Context: an optimization exercise on an open-source flow, tuned for small area, a short achievable clock period and few clock cycles per item. The choices shown serve that exercise and are no tape-out recipe. Function not checked in this run: the RTL went through the layout flow alone. Power and IR drop assume default switching activity.

<file path="design/flow/design.v">
package chp_pkg;
   localparam int COUNT_WIDTH     = 20;
   localparam int OUT_COUNT_WIDTH = 20;
   localparam int PIX_WIDTH       = 8;
   localparam int NUM_BINS        = 256;
   localparam int BIN_WIDTH       = $clog2(NUM_BINS);
   localparam int SUM_WIDTH       = PIX_WIDTH + 2;
   localparam int DIV3_SHIFT = 11;
   localparam int DIV3_MUL   = (1 << DIV3_SHIFT) / 3 + 1;
   localparam int PROD_WIDTH = 2 * SUM_WIDTH;
   localparam int REQ_DATA_WIDTH = 3 * PIX_WIDTH;
   localparam int RSP_DATA_WIDTH = BIN_WIDTH + 2 * OUT_COUNT_WIDTH;
   typedef logic [COUNT_WIDTH-1:0] count_type;
   typedef logic [BIN_WIDTH-1:0]   bin_type;
   typedef enum logic [1:0] {
      SEL_AVERAGE = 2'd0,
      SEL_RED     = 2'd1,
      SEL_GREEN   = 2'd2,
      SEL_BLUE    = 2'd3
   } chan_sel_type;
endpackage
import chp_pkg::*;
module chp_bin_select (
   input  logic                          clock,
   input  logic                          en,
   input  logic [chp_pkg::PIX_WIDTH-1:0] red,
   input  logic [chp_pkg::PIX_WIDTH-1:0] green,
   input  logic [chp_pkg::PIX_WIDTH-1:0] blue,
   input  chp_pkg::chan_sel_type         sel,
   output chp_pkg::bin_type              bin_idx
);
   logic [SUM_WIDTH-1:0]  sum_ff;
   chp_pkg::bin_type      byte_ff, byte2_ff;
   logic                  avg_ff, avg2_ff;
   logic [3:0]            h;
   logic [6:0]            hl;
   chp_pkg::bin_type      h21_ff;
   logic [4:0]            hl3_ff;
   always_ff @(posedge clock) begin
      if (en) begin
         sum_ff  <= SUM_WIDTH'(red) + SUM_WIDTH'(green) + SUM_WIDTH'(blue);
         avg_ff  <= (sel == SEL_AVERAGE);
         unique case (sel)
            SEL_RED:   byte_ff <= red;
            SEL_GREEN: byte_ff <= green;
            default:   byte_ff <= blue;
         endcase
      end
   end
   assign h  = sum_ff[9:6];
   assign hl = 7'(h) + 7'(sum_ff[5:0]);
   always_ff @(posedge clock) begin
      if (en) begin
         h21_ff   <= BIN_WIDTH'(h * 5'd21);
         hl3_ff   <= 5'(hl / 7'd3);
         byte2_ff <= byte_ff;
         avg2_ff  <= avg_ff;
      end
   end
   assign bin_idx = avg2_ff ? h21_ff + BIN_WIDTH'(hl3_ff) : byte2_ff;
endmodule
import chp_pkg::*;
module chp_bin_store (
   input  logic               clock,
   input  logic               clr,
   input  logic               rd_en,
   input  chp_pkg::bin_type   rd_idx,
   input  logic               wr_en,
   input  chp_pkg::bin_type   wr_idx,
   input  chp_pkg::count_type wr_cnt,
   output chp_pkg::count_type rd_cnt
);
   chp_pkg::count_type   mem [NUM_BINS];
   logic [15:0]          rd_hi, rd_lo, wr_hi, wr_lo;
   chp_pkg::count_type   rd_or, wd;
   always_comb begin
      for (int k = 0; k < 16; k++) begin
         rd_hi[k] = (rd_idx[7:4] == 4'(k));
         rd_lo[k] = (rd_idx[3:0] == 4'(k));
         wr_hi[k] = clr || (wr_en && (wr_idx[7:4] == 4'(k)));
         wr_lo[k] = clr || (wr_idx[3:0] == 4'(k));
      end
   end
   assign wd = clr ? '0 : wr_cnt;
   for (genvar i = 0; i < NUM_BINS; i++) begin : g_bin
      always_ff @(posedge clock) begin
         if (wr_hi[i / 16] && wr_lo[i % 16]) begin
            mem[i] <= wd;
         end
      end
   end
   always_comb begin
      rd_or = '0;
      for (int i = 0; i < NUM_BINS; i++) begin
         rd_or = rd_or | ({COUNT_WIDTH{rd_hi[i / 16] && rd_lo[i % 16]}} & mem[i]);
      end
   end
   always_ff @(posedge clock) begin
      if (rd_en) begin
         rd_cnt <= rd_or;
      end
   end
endmodule
import chp_pkg::*;
module channel_histogram_with_peak_unit (
   input  logic                                clock,
   input  logic                                reset,
   input  logic                                csr_we,
   input  logic [1:0]                          csr_wdata,      
   input  logic                                req_tvalid,
   output logic                                req_tready,
   input  logic [chp_pkg::REQ_DATA_WIDTH-1:0]  req_tdata,      
   input  logic                                req_tuser,      
   output logic                                rsp_tvalid,
   input  logic                                rsp_tready,
   output logic [chp_pkg::RSP_DATA_WIDTH-1:0]  rsp_tdata       
);
   chp_pkg::chan_sel_type sel_ff;
   logic                  clr_ff;
   logic                  en;
   logic                  i_vld_ff, i_fs_ff;
   logic [REQ_DATA_WIDTH-1:0] i_pix_ff;
   logic                  a_vld_ff, a_fs_ff, a2_vld_ff, a2_fs_ff;
   logic                  b_vld_ff, b_fs_ff;
   chp_pkg::bin_type      b_idx_ff, sel_idx;
   logic                  r_vld_ff, r_fs_ff, r_f1_ff, r_f2_ff;
   chp_pkg::bin_type      r_idx_ff;
   chp_pkg::count_type    rd_cnt;
   logic                  c_vld_ff, c_fs_ff;
   chp_pkg::bin_type      c_idx_ff;
   chp_pkg::count_type    c_cnt_ff, d_cnt_ff;
   chp_pkg::count_type    base, new_cnt, peak_ff, peak_base, peak_new;
   logic                      o_vld_ff, s_vld_ff;
   logic [RSP_DATA_WIDTH-1:0] o_data_ff, s_data_ff, push_data;
   always_ff @(posedge clock) begin
      if (reset) begin
         sel_ff <= SEL_AVERAGE;
      end else if (csr_we) begin
         sel_ff <= chp_pkg::chan_sel_type'(csr_wdata);
      end
   end
   always_ff @(posedge clock) begin
      clr_ff <= reset;
   end
   assign en         = !s_vld_ff;
   assign req_tready = !s_vld_ff;
   always_ff @(posedge clock) begin
      if (en) begin
         i_pix_ff <= req_tdata;
         i_fs_ff  <= req_tuser;
      end
   end
   chp_bin_select u_select (
      .clock   (clock),
      .en      (en),
      .red     (i_pix_ff[PIX_WIDTH-1:0]),
      .green   (i_pix_ff[2*PIX_WIDTH-1:PIX_WIDTH]),
      .blue    (i_pix_ff[3*PIX_WIDTH-1:2*PIX_WIDTH]),
      .sel     (sel_ff),
      .bin_idx (sel_idx)
   );
   chp_bin_store u_store (
      .clock   (clock),
      .clr     (clr_ff),
      .rd_en   (en),
      .rd_idx  (b_idx_ff),
      .wr_en   (c_vld_ff),
      .wr_idx  (c_idx_ff),
      .wr_cnt  (c_cnt_ff),
      .rd_cnt  (rd_cnt)
   );
   assign base    = r_f1_ff ? c_cnt_ff : (r_f2_ff ? d_cnt_ff : rd_cnt);
   assign new_cnt = (base == '1) ? base : base + 1'b1;
   assign peak_base = c_fs_ff ? '0 : peak_ff;
   assign peak_new  = (c_cnt_ff > peak_base) ? c_cnt_ff : peak_base;
   assign push_data = {OUT_COUNT_WIDTH'(peak_new), OUT_COUNT_WIDTH'(c_cnt_ff), c_idx_ff};
   always_ff @(posedge clock) begin
      if (reset) begin
         i_vld_ff <= 1'b0;
         a_vld_ff <= 1'b0;
         a2_vld_ff <= 1'b0;
         b_vld_ff <= 1'b0;
         r_vld_ff <= 1'b0;
         c_vld_ff <= 1'b0;
         peak_ff  <= '0;
      end else if (en) begin
         i_vld_ff <= req_tvalid;
         a_vld_ff <= i_vld_ff;
         a2_vld_ff <= a_vld_ff;
         b_vld_ff <= a2_vld_ff;
         r_vld_ff <= b_vld_ff;
         c_vld_ff <= r_vld_ff;
         if (c_vld_ff) begin
            peak_ff <= peak_new;
         end
      end
   end
   always_ff @(posedge clock) begin
      if (en) begin
         a_fs_ff  <= i_fs_ff;
         a2_fs_ff <= a_fs_ff;
         b_fs_ff  <= a2_fs_ff;
         b_idx_ff <= sel_idx;
         r_fs_ff  <= b_fs_ff;
         r_idx_ff <= b_idx_ff;
         r_f1_ff  <= r_vld_ff && (r_idx_ff == b_idx_ff);
         r_f2_ff  <= c_vld_ff && (c_idx_ff == b_idx_ff);
         c_fs_ff  <= r_fs_ff;
         c_idx_ff <= r_idx_ff;
         c_cnt_ff <= new_cnt;
         d_cnt_ff <= c_cnt_ff;
      end
   end
   always_ff @(posedge clock) begin
      if (reset) begin
         o_vld_ff <= 1'b0;
         s_vld_ff <= 1'b0;
      end else if (!o_vld_ff || rsp_tready) begin
         o_vld_ff <= s_vld_ff || c_vld_ff;
         s_vld_ff <= 1'b0;
      end else if (!s_vld_ff && c_vld_ff) begin
         s_vld_ff <= 1'b1;
      end
   end
   always_ff @(posedge clock) begin
      if (!o_vld_ff || rsp_tready) begin
         o_data_ff <= s_vld_ff ? s_data_ff : push_data;
      end
      if (!s_vld_ff) begin
         s_data_ff <= push_data;
      end
   end
   assign rsp_tvalid = o_vld_ff;
   assign rsp_tdata  = o_data_ff;
endmodule
</file>
<file path="design/flow/run.sh">
#!/bin/bash
# synth_recipe.tcl (not shown) runs the flow's synth.tcl, then flattens the netlist and writes it again
# the make line also repeats each setting of config.mk as NAME=value (left out here)
make -C /OpenROAD-flow-scripts/flow DESIGN_CONFIG=/design/flow/config.mk WORK_HOME=/design/flow/orfs CLKGATE_MAP_FILE= SYNTH_SCRIPT=/design/flow/synth_recipe.tcl finish
</file>
<file path="design/flow/config.mk">
export PLATFORM = sky130hd
export DESIGN_NAME = channel_histogram_with_peak_unit
export DESIGN_NICKNAME = channel_histogram_with_peak_unit
export VERILOG_FILES = /design/flow/design.v
export SDC_FILE = /design/flow/constraint.sdc
export NUM_CORES = 4
export LEC_CHECK = 0
export ABC_CLOCK_PERIOD_IN_PS = 3000
export CAP_MARGIN = 20
export CORE_MARGIN = 2
export CORE_UTILIZATION = 45
export SETUP_SLACK_MARGIN = 4.7
export SLEW_MARGIN = 20
export SYNTH_MEMORY_MAX_BITS = 8192
</file>
<file path="design/flow/constraint.sdc">
create_clock -name core_clock -period 8.0 [get_ports {clock}]
set_input_delay 1.6000 -clock core_clock [delete_from_list [all_inputs] [get_ports {clock}]]
set_output_delay 1.6000 -clock core_clock [all_outputs]
set_load 0.01 [all_outputs]
</file>
==> summary.md <==
| Metric | Value |
|---|---|
| Post-synth top flop | `edfxtp_1` |
| TritonCTS buffer count | `approximately 560` |
| Vias in the first global route | `a little under 200k` |
| HPWL Detailed | `1060000 um` |
| Syn nets | `approximately 11000` |
| Register area share after synthesis | `between 80 and 90%` |
| Placer Congestion | `roughly 1.4` |
| Pre-CTS setup slack | `about 1.6 ns` |
| Synth top cells by count | `edfxtp_1, a22oi_1, nor2_1, clkbuf_1, nand2_1` |
| Most instantiated library cell after synthesis | `edfxtp_1` |
| Yosys reg bits | `~5400` |
| Die Y-Extent | `between 600 and 700 um` |
| Largest buffer count on any clock path | `4` |
| EDFF count, synth | `between 5000 and 6000` |
| Err | `[ERROR GRT-0116] Global routing finished with congestion. Check the congestion regions in the DRC Viewer.` |
| Largest net degree at the start of global routing | `between 100 and 150` |
| Yosys warns | `4` |
| Mapped Area | `about 0.20 mm2` |
| Mean Syn Cell Area | `roughly 18 um2` |
| H-tree levels | `6` |
| Yosys top cell area share | `roughly four fifths` |
| Sink Count | `~5400` |
| Yosys cell types | `83` |
| Std cell rows | `approximately 240` |
| GRT Total Usage | `84.8%` |
| Starting Density | `a little under half` |
| Cell count after synthesis | `roughly 11000` |
| Cell taking the most area after synthesis | `edfxtp_1` |
| Failing step | `global routing (5_1_grt)` |
| First-pass GRT wire length | `around 2500000 um` |
| Overflow after GRT | `approximately 750` |
| CTS root buf | `clkbuf_16` |
| Asr flop ratio synth | `0%` |
| Die X | `approximately 670 um` |
| Area contributors post-synth | `edfxtp_1, a22oi_1, nor2_1` |
| Number of I/O pins | `between 80 and 90` |
| Port buffer count | `81` |
| Status | `stopped before the end` |
## kinds of logic after synthesis
| group | Yosys count | synth area share (%) |
|---|---|---|
| flops | 5404 | 81.0 |
| compound gates | 2945 | 11.3 |
| simple gates | 2026 | 5.20 |
| buf+inv | 685 | 1.46 |
| mux | 79 | 0.427 |
| fa+ha+maj | 61 | 0.401 |
| xor+xnor | 57 | 0.250 |
## metal layers
layer | track usage (%) | GRT overflow
met1 | 84.3 | 96
met2 | 90.3 | 278
met3 | 81.9 | 90
met4 | 82.1 | 264
met5 | 70.1 | 24
## metrics by stage
stage | setup TNS, ns | instance area [um2] | instances | hold slack, ns
floorplan | 0 | 200000 | 11300 | 0.400
detailed placement | 0 | 219000 | 17700 | 0.405
CTS | 0 | 248000 | 19300 | 0.410
global placement | -0.378 | 218000 | 17600 | 0.401
## timing repair
| item | 4_1_cts |
|---|---|
| cloned | 39 |
| gates resized for setup | 1335 |
| buffers inserted | 595 |
| pin swaps | 411 |
| setup endpoints to repair | 4775 |
| hold buffers | 0 |
## power by group through the flow
| stage | Sequential, mW | Clock [mW] | Combinational (mW) |
|---|---|---|---|
| 2_1_floorplan | 39.7 | 0 | 6.27 |
| 3_5_place_dp | 40.9 | 0 | 21.2 |
| 3_3_place_gp | 41.1 | 0 | 21.1 |
| 4_1_cts | 40.3 | 26.1 | 24.6 |
## worst max-delay path by stage
stage	endpoint	slack, ns	cells past startpoint
after floorplan	u_select.hl3_ff[0]	4.23	14
after global placement	u_store.rd_cnt[18]	-0.20	8
after detailed placement	u_store.rd_cnt[17]	1.57	11
after CTS	u_store.rd_cnt[12]	3.23	8
